Context: an optimization exercise on an open-source flow, tuned for small area, a short achievable clock period and few clock cycles per item. The choices shown serve that exercise and are no tape-out recipe.
Function was checked by simulation only, so behaviour that the tests miss may differ from the original.
Power is estimated from default activity; no workload was simulated.

== v7 ==
Design conv_top, start of the top module:
module conv_top (
    input  logic        clk,
    input  logic        reset,
    input  logic [7:0]  in_data,
    input  logic [3:0]  in_user,
    input  logic        in_valid,
    output logic        in_ready,
    output logic [20:0] out_data,
    output logic        out_valid,
    input  logic        out_ready
);
Settings: LEC_CHECK=0, ABC_CLOCK_PERIOD_IN_PS=3000, CAP_MARGIN=20, CORE_MARGIN=2, CORE_UTILIZATION=40, CTS_CLUSTER_DIAMETER=120, CTS_CLUSTER_SIZE=20, SLEW_MARGIN=20; clock period 9.0 ns.
standard.sh (not shown) runs the stock make flow with config.mk's settings and CLKGATE_MAP_FILE= SYNTH_SCRIPT=/design/flow/synth_recipe.tcl, a recipe that flattens the netlist after the stock synthesis.
==> flow/flow/run.sh <==
#!/bin/bash
# The standard layout with two changes: Yosys's synth runs without its
# quick ABC pass (-noabc), so the full adders it extracts keep their polarity
# and need fewer inverters (ORFS's own ABC mapping still runs afterwards), and
# timing repair aims at a 3.05 ns path instead of 4 ns. The clock period and
# constraints stay the design's.
set -euo pipefail
W=$(pwd)
sed 's/yosys synth -nofsm -noshare /yosys synth -nofsm -noshare -noabc /' synth_recipe.tcl > "$W/noabc_synth.tcl"
sed "s#SYNTH_SCRIPT=[^ ]*#SYNTH_SCRIPT=$W/noabc_synth.tcl#" standard.sh > "$W/noabc_standard.sh"
grep -q "SYNTH_SCRIPT=$W/noabc_synth.tcl" "$W/noabc_standard.sh"
export SETUP_SLACK_MARGIN=5.95
bash "$W/noabc_standard.sh" > standard.log 2>&1
Testbench counts of v7, summed over its fixed seeds: cycles 10,425, frames 128.
Here is what was changed in the inputs of v15 compared with v7.
# v7
export LEC_CHECK = 0
export ABC_CLOCK_PERIOD_IN_PS = 3000
export CAP_MARGIN = 20
export CORE_MARGIN = 2
export CORE_UTILIZATION = 40
export CTS_CLUSTER_DIAMETER = 120
export CTS_CLUSTER_SIZE = 20
export SLEW_MARGIN = 20
create_clock -name core_clock -period 9.0 [get_ports {clk}]
# v15
export LEC_CHECK = 0
export ABC_AREA = 1
export CAP_MARGIN = 20
export CORE_MARGIN = 2
export CORE_UTILIZATION = 40
export CTS_CLUSTER_DIAMETER = 120
export CTS_CLUSTER_SIZE = 20
export SLEW_MARGIN = 20
create_clock -name core_clock -period 9.0 [get_ports {clk}]
--- a/flow/flow/run.sh
+++ b/flow/flow/run.sh
@@ -4,3 +4,3 @@
 # and need fewer inverters (ORFS's own ABC mapping still runs afterwards), and
-# timing repair aims at a 3.05 ns path instead of 4 ns. The clock period and
+# timing repair aims at a 3 ns path instead of 4 ns. The clock period and
 # constraints stay the design's.
@@ -11,3 +11,3 @@
 grep -q "SYNTH_SCRIPT=$W/noabc_synth.tcl" "$W/noabc_standard.sh"
-export SETUP_SLACK_MARGIN=5.95
+export SETUP_SLACK_MARGIN=6
 bash "$W/noabc_standard.sh" > standard.log 2>&1
--- outcome ---
v15 vs v7, switching part of the total power went up by 1.4 points. Number of rows created at floorplan up 1.7% in v15 wrt v7. v7 ended up with u_conv_loader.w[1][2] as its launching instance or port of the critical path; v15 ended up with u_conv_loader.w[1][6]. Net switching power (v15 / v7): 1.05. In v15, cell depth of the worst setup path is lower than in v7. Flop-to-flop setup slack (lower): v7. On die outline area, v7 beats v15. Wire length the detailed router placed on met1 (higher): v15. sky130_fd_sc_hd__nand2_1 as the most common library cell in the layout ignoring fill and taps was reported by v15, and sky130_fd_sc_hd__fa_1 by v7.
Input-level comparison between v5 and v15:
# v15
export LEC_CHECK = 0
export ABC_AREA = 1
export CAP_MARGIN = 20
export CORE_MARGIN = 2
export CORE_UTILIZATION = 40
export CTS_CLUSTER_DIAMETER = 120
export CTS_CLUSTER_SIZE = 20
export SLEW_MARGIN = 20
create_clock -name core_clock -period 9.0 [get_ports {clk}]
# v5
export LEC_CHECK = 0
export ABC_CLOCK_PERIOD_IN_PS = 3000
export CAP_MARGIN = 20
export CORE_MARGIN = 2
export CORE_UTILIZATION = 40
export CTS_CLUSTER_DIAMETER = 120
export CTS_CLUSTER_SIZE = 20
export SLEW_MARGIN = 20
export TNS_END_PERCENT = 20
create_clock -name core_clock -period 9.0 [get_ports {clk}]
### Flow results
Of the two values seen for most common library cell in the layout ignoring fill and taps, sky130_fd_sc_hd__fa_1 was produced by v5 and sky130_fd_sc_hd__nand2_1 by v15.
Going from v15 to v5, post-synthesis cell count shrinks by 22%.
Comparing v5 and v15, the lower routed wire length is on v5.
Compared to v15, v5 reaches a lower achievable clock.
Comparing multi-input gate share of the layout cell area for v5 and v15, the smaller number came from v15.
In the reports for v5 and v15, the smaller proportion of power drawn by combinational gates belongs to v5.
Re total number of cells along the worst setup path: v15 was higher than v5.
Going from v15 to v5, sequential share of layout area now sits higher, total power now sits lower.
Input-level comparison between v34 and v5:
# v5
export LEC_CHECK = 0
export ABC_CLOCK_PERIOD_IN_PS = 3000
export CAP_MARGIN = 20
export CORE_MARGIN = 2
export CORE_UTILIZATION = 40
export CTS_CLUSTER_DIAMETER = 120
export CTS_CLUSTER_SIZE = 20
export SLEW_MARGIN = 20
export TNS_END_PERCENT = 20
create_clock -name core_clock -period 9.0 [get_ports {clk}]
# v34
export LEC_CHECK = 0
export ABC_CLOCK_PERIOD_IN_PS = 3000
export CAP_MARGIN = 20
export CORE_MARGIN = 2
export CORE_UTILIZATION = 40
export CTS_CLUSTER_DIAMETER = 120
export CTS_CLUSTER_SIZE = 20
export PLACE_DENSITY = 0.75
export SLEW_MARGIN = 20
create_clock -name core_clock -period 9.0 [get_ports {clk}]
--- a/flow/flow/run.sh
+++ b/flow/flow/run.sh
@@ -4,3 +4,3 @@
 # and need fewer inverters (ORFS's own ABC mapping still runs afterwards), and
-# timing repair aims at a 3 ns path instead of 4 ns. The clock period and
+# timing repair aims at a 3.1 ns path instead of 4 ns. The clock period and
 # constraints stay the design's.
@@ -11,3 +11,3 @@
 grep -q "SYNTH_SCRIPT=$W/noabc_synth.tcl" "$W/noabc_standard.sh"
-export SETUP_SLACK_MARGIN=6
+export SETUP_SLACK_MARGIN=5.9
 bash "$W/noabc_standard.sh" > standard.log 2>&1
[summary]
Side by side, post-detailed-route via-to-cell ratio turned out higher in v34 than in v5.
Between v5 and v34, the power does not differ in any meaningful way.
Comparing v5 and v34, ratio of final minimum period to clock period is higher on v5.
Compared with v5, v34 shows HPWL after detailed placement that has gone down by a few percent.
There was hardly any difference in cell area between v5 and v34.
Number of fill cells was higher in the run labelled v5.
Detailed-route wire length (v34 vs. v5) decreases by a few percent
Changes observed in v34 relative to v5: post-layout instance count excluding filler cells saw little to no change, met1 global-route usage shows a reduction of 2.6 points.
Number of gates resized after CTS | v34 below v5


Setup of yarrow:
conv_top, a different RTL version from the one above (not shown whole).
Size in the first run: roughly 3100 cells after synthesis, about 610 flip-flops, roughly 39 I/O pins, about 39000 um2 of cells after synthesis.
Settings: LEC_CHECK=0, ABC_CLOCK_PERIOD_IN_PS=3500, CAP_MARGIN=20, CORE_MARGIN=2, CORE_UTILIZATION=40, SETUP_SLACK_MARGIN=5, SLEW_MARGIN=20; clock period 9.0 ns.
run.sh (not shown) runs the stock make flow with config.mk's settings and CLKGATE_MAP_FILE= SYNTH_SCRIPT=/design/flow/synth_recipe.tcl, a recipe that flattens the netlist after the stock synthesis.
Stock flow here: none of the scripts above is used.
Testbench counts of yarrow, summed over its fixed seeds: cycles 10,425, frames 128.
--- input diff yarrow..harbor ---
# yarrow
export LEC_CHECK = 0
export ABC_CLOCK_PERIOD_IN_PS = 3500
export CAP_MARGIN = 20
export CORE_MARGIN = 2
export CORE_UTILIZATION = 40
export SETUP_SLACK_MARGIN = 5
export SLEW_MARGIN = 20
create_clock -name core_clock -period 9.0 [get_ports {clk}]
# harbor
export LEC_CHECK = 0
export CAP_MARGIN = 20
export CORE_MARGIN = 2
export CORE_UTILIZATION = 40
export SLEW_MARGIN = 20
create_clock -name core_clock -period 9.0 [get_ports {clk}]
Notes after the runs:
Of harbor and yarrow, the lower total length of routed wires belongs to harbor. harbor has fraction of power consumed by the clock network above what yarrow had. NOTE: largest vdd supply drop in harbor falls short of that of yarrow. Non-clock buffering overhead in the final layout is lower on harbor. First-pass GRT wire length of harbor falls short of that of yarrow by a few percent.


Setup of job 1944:
RTL: one of the versions met above, not the one the previous note started from.
For scale: about 3,100 cells after synthesis, about 760 flip-flops, ~39 I/O pins, ~41,000 um^2 of cells after synthesis.
clock: 9.0 ns
lec_check: 0
abc_clock_period_in_ps: 3000
cap_margin: 20
core_margin: 2
core_utilization: 40
cts_cluster_diameter: 120
cts_cluster_size: 20
slew_margin: 20
standard.sh (not shown) runs the stock make flow with config.mk's settings and CLKGATE_MAP_FILE= SYNTH_SCRIPT=/design/flow/synth_recipe.tcl, a recipe that flattens the netlist after the stock synthesis.
==> flow/flow/run.sh <==
#!/bin/bash
# The standard layout with two changes: Yosys's synth runs without its
# quick ABC pass (-noabc), so the full adders it extracts keep their polarity
# and need fewer inverters (ORFS's own ABC mapping still runs afterwards), and
# timing repair aims at a 3 ns path instead of 4 ns. The clock period and
# constraints stay the design's.
set -euo pipefail
W=$(pwd)
sed 's/yosys synth -nofsm -noshare /yosys synth -nofsm -noshare -noabc /' synth_recipe.tcl > "$W/noabc_synth.tcl"
sed "s#SYNTH_SCRIPT=[^ ]*#SYNTH_SCRIPT=$W/noabc_synth.tcl#" standard.sh > "$W/noabc_standard.sh"
grep -q "SYNTH_SCRIPT=$W/noabc_synth.tcl" "$W/noabc_standard.sh"
export SETUP_SLACK_MARGIN=5.9
bash "$W/noabc_standard.sh" > standard.log 2>&1
Looking at the reports, job 1944 completed the entire flow and the layout it produced met the timing, design-rule and antenna checks.
Testbench counts of job 1944, summed over its fixed seeds: cycles 10,425, frames 128.
diff inputs: job 1944 => job 319
diff --git a/flow/flow/run.sh b/flow/flow/run.sh
--- a/flow/flow/run.sh
+++ b/flow/flow/run.sh
@@ -10,4 +10,4 @@
 sed "s#SYNTH_SCRIPT=[^ ]*#SYNTH_SCRIPT=$W/noabc_synth.tcl#" standard.sh > "$W/noabc_standard.sh"
 grep -q "SYNTH_SCRIPT=$W/noabc_synth.tcl" "$W/noabc_standard.sh"
-export SETUP_SLACK_MARGIN=5.9
+export SETUP_SLACK_MARGIN=6
 bash "$W/noabc_standard.sh" > standard.log 2>&1
### Flow results
- Startpoint of the most critical setup path: u_conv_loader.w[1][2] -> job 319, u_conv_loader.w[5][3] -> job 1944
- From job 1944 to job 319 the numbers moved as follows: slack of the critical path now larger; length in cells of the worst reg-to-reg path rose by 1; first-pass GRT wire length now sits higher; worst hold slack held.
Inputs modified between job 319 and job 9504:
Settings: swapping 20 for 22 in CTS_CLUSTER_SIZE.
diff --git a/flow/flow/run.sh b/flow/flow/run.sh
--- a/flow/flow/run.sh
+++ b/flow/flow/run.sh
@@ -3,5 +3,5 @@
 # quick ABC pass (-noabc), so the full adders it extracts keep their polarity
 # and need fewer inverters (ORFS's own ABC mapping still runs afterwards), and
-# timing repair aims at a 3 ns path instead of 4 ns. The clock period and
+# timing repair aims at a 3.1 ns path instead of 4 ns. The clock period and
 # constraints stay the design's.
 set -euo pipefail
@@ -10,4 +10,4 @@
 sed "s#SYNTH_SCRIPT=[^ ]*#SYNTH_SCRIPT=$W/noabc_synth.tcl#" standard.sh > "$W/noabc_standard.sh"
 grep -q "SYNTH_SCRIPT=$W/noabc_synth.tcl" "$W/noabc_standard.sh"
-export SETUP_SLACK_MARGIN=6
+export SETUP_SLACK_MARGIN=5.9
 bash "$W/noabc_standard.sh" > standard.log 2>&1
[summary]
Re number of sequential storage elements: no difference whatsoever between job 319 and job 9504.
Diff job 319 -> job 9504: post-cts repair resize count moved down, maximum frequency moved down.
Job 9504 -> job 319: starting density of the core delta 0, exact match
Going from job 319 to job 9504, power density relative to cell area decreased 0.74%; clock buffer count from CTS decreased 3; count of inverters other than clock inverters in the layout moved up.
Diff job 319..job 9504 | share of power burned in the clock network | negligible
Job 319 ended up with u_conv_mac.r1_9_11 as its end point of the critical path; job 9504 ended up with u_conv_mac.r1_7_10.
The inputs of job 3583 differ from those of job 9504 as listed below.
Settings: swapping 22 for 20 in CTS_CLUSTER_SIZE.
==> flow/flow/run.sh <==
#!/bin/bash
# The standard layout with two changes: Yosys's synth runs without its
# quick ABC pass (-noabc), so the full adders it extracts keep their polarity
# and need fewer inverters (ORFS's own ABC mapping still runs afterwards), and
# timing repair aims at a 3 ns path instead of 4 ns. The clock period and
# constraints stay the design's.
set -euo pipefail
W=$(pwd)
sed 's/yosys synth -nofsm -noshare /yosys synth -nofsm -noshare -noabc /' synth_recipe.tcl > "$W/noabc_synth.tcl"
sed "s#SYNTH_SCRIPT=[^ ]*#SYNTH_SCRIPT=$W/noabc_synth.tcl#" standard.sh > "$W/noabc_standard.sh"
grep -q "SYNTH_SCRIPT=$W/noabc_synth.tcl" "$W/noabc_standard.sh"
export SETUP_SLACK_MARGIN=5.8
bash "$W/noabc_standard.sh" > standard.log 2>&1
Results
Cmp job 3583 vs job 9504: total of plain and repair buffers excluding clock buffers lower in job 3583. [compare] base=job 9504 new=job 3583: total via count in the routed design fell by 106; number of antenna diodes stayed essentially flat; average wire length per cell after detail routing rose by 0.98%. Job 3583 against job 9504: routed wire length saw little to no change; setup slack after layout lower; area taken by multi-input logic gates lost about 0.65%; part of the cycle the worst path needs moved up.
### job 3583 -> job 6444
diff --git a/flow/flow/run.sh b/flow/flow/run.sh
--- a/flow/flow/run.sh
+++ b/flow/flow/run.sh
@@ -3,5 +3,5 @@
 # quick ABC pass (-noabc), so the full adders it extracts keep their polarity
 # and need fewer inverters (ORFS's own ABC mapping still runs afterwards), and
-# timing repair aims at a 3 ns path instead of 4 ns. The clock period and
+# timing repair aims at a 3.1 ns path instead of 4 ns. The clock period and
 # constraints stay the design's.
 set -euo pipefail
@@ -10,4 +10,4 @@
 sed "s#SYNTH_SCRIPT=[^ ]*#SYNTH_SCRIPT=$W/noabc_synth.tcl#" standard.sh > "$W/noabc_standard.sh"
 grep -q "SYNTH_SCRIPT=$W/noabc_synth.tcl" "$W/noabc_standard.sh"
-export SETUP_SLACK_MARGIN=5.8
+export SETUP_SLACK_MARGIN=5.9
 bash "$W/noabc_standard.sh" > standard.log 2>&1
[summary]
In the metrics for job 6444 and job 3583, the one carrying the higher power is job 6444.
On pre-CTS setup slack, job 6444 does worse than job 3583.
Between job 6444 and job 3583, the routed wire length is higher for job 6444.
Of the two values seen for uppermost metal layer occupied by signal nets, met5 was produced by job 6444 and met4 by job 3583.
In the final design statistics, job 6444 uses more standard cells in total than job 3583.
Sort job 6444 and job 3583 by fmax asc -> top: job 3583
[inputs] job 8189 vs job 6444
Settings: a deleted ABC_CLOCK_PERIOD_IN_PS that had been 3000.
==> run notes <==
From job 8189 to job 6444, time the worst path needs with I/O delays and setup did not move at all. Clock-buffer cell count across job 8189 and job 6444: no real change. Job 8189 against job 6444: share of cell area taken by flip-flops and latches ~0 delta; hold slack ~0 delta; aggregate global-route resource usage ~0 delta; transition time at the pin with the least slew margin ~0 delta. Total area of multi-input combinational cells: job 8189 vs job 6444 identical. Changes observed in job 8189 relative to job 6444: count of buffers inserted at the top-level ports essentially unchanged, total power roughly the same.

-- static timing again, ports no longer ideal --
No port has a modelled driver above. Below, the same layouts with a new extraction and two added sets of constraints.
Step 1, drivers: a clkbuf_16 drives clk and a buf_2 each remaining input, both assumed.
Step 2 moves the port delays by t, midway between the first and last clock arrival at a register: inputs arrive t later, outputs are due t later. That takes back most of the time a late clock gives input paths.
Three values: no drivers, after step 1, after step 2; two values: the first two.
| run | t (ns) | slack for setup (ns) | hold WS [ns] | clock arrival spread, ns | slew at the worst register clock pin (ns) |
|---|---|---|---|---|---|
| v7 | 0.677 | 5.813 / 5.813 / 5.308 | 0.330 / 0.330 / 0.330 | 0.050 / 0.051 | 0.10 / 0.10 |
| v15 | 0.674 | 5.911 / 5.911 / 5.369 | 0.333 / 0.333 / 0.333 | 0.032 / 0.032 | 0.10 / 0.10 |
| v5 | 0.659 | 5.807 / 5.807 / 5.356 | 0.328 / 0.328 / 0.328 | 0.066 / 0.065 | 0.09 / 0.09 |
| v34 | 0.664 | 5.843 / 5.843 / 5.297 | 0.333 / 0.333 / 0.333 | 0.033 / 0.034 | 0.09 / 0.09 |
| yarrow | 0.700 | 3.681 / 3.681 / 3.681 | 0.328 / 0.328 / 0.328 | 0.035 / 0.035 | 0.08 / 0.08 |
| harbor | 0.688 | 2.350 / 2.350 / 2.350 | 0.329 / 0.329 / 0.329 | 0.037 / 0.037 | 0.07 / 0.07 |
| job 1944 | 0.681 | 5.892 / 5.892 / 5.305 | 0.329 / 0.329 / 0.329 | 0.036 / 0.036 | 0.09 / 0.09 |
| job 319 | 0.679 | 5.899 / 5.899 / 5.450 | 0.331 / 0.331 / 0.331 | 0.037 / 0.037 | 0.09 / 0.09 |
| job 9504 | 0.667 | 5.879 / 5.879 / 5.309 | 0.332 / 0.332 / 0.332 | 0.037 / 0.036 | 0.10 / 0.10 |
| job 3583 | 0.673 | 5.799 / 5.799 / 5.220 | 0.328 / 0.328 / 0.328 | 0.034 / 0.033 | 0.09 / 0.09 |
| job 6444 | 0.681 | 5.892 / 5.892 / 5.305 | 0.329 / 0.329 / 0.329 | 0.036 / 0.036 | 0.09 / 0.09 |
| job 8189 | 0.681 | 5.892 / 5.892 / 5.305 | 0.329 / 0.329 / 0.329 | 0.036 / 0.036 | 0.09 / 0.09 |
After both steps every run listed still meets setup and hold.
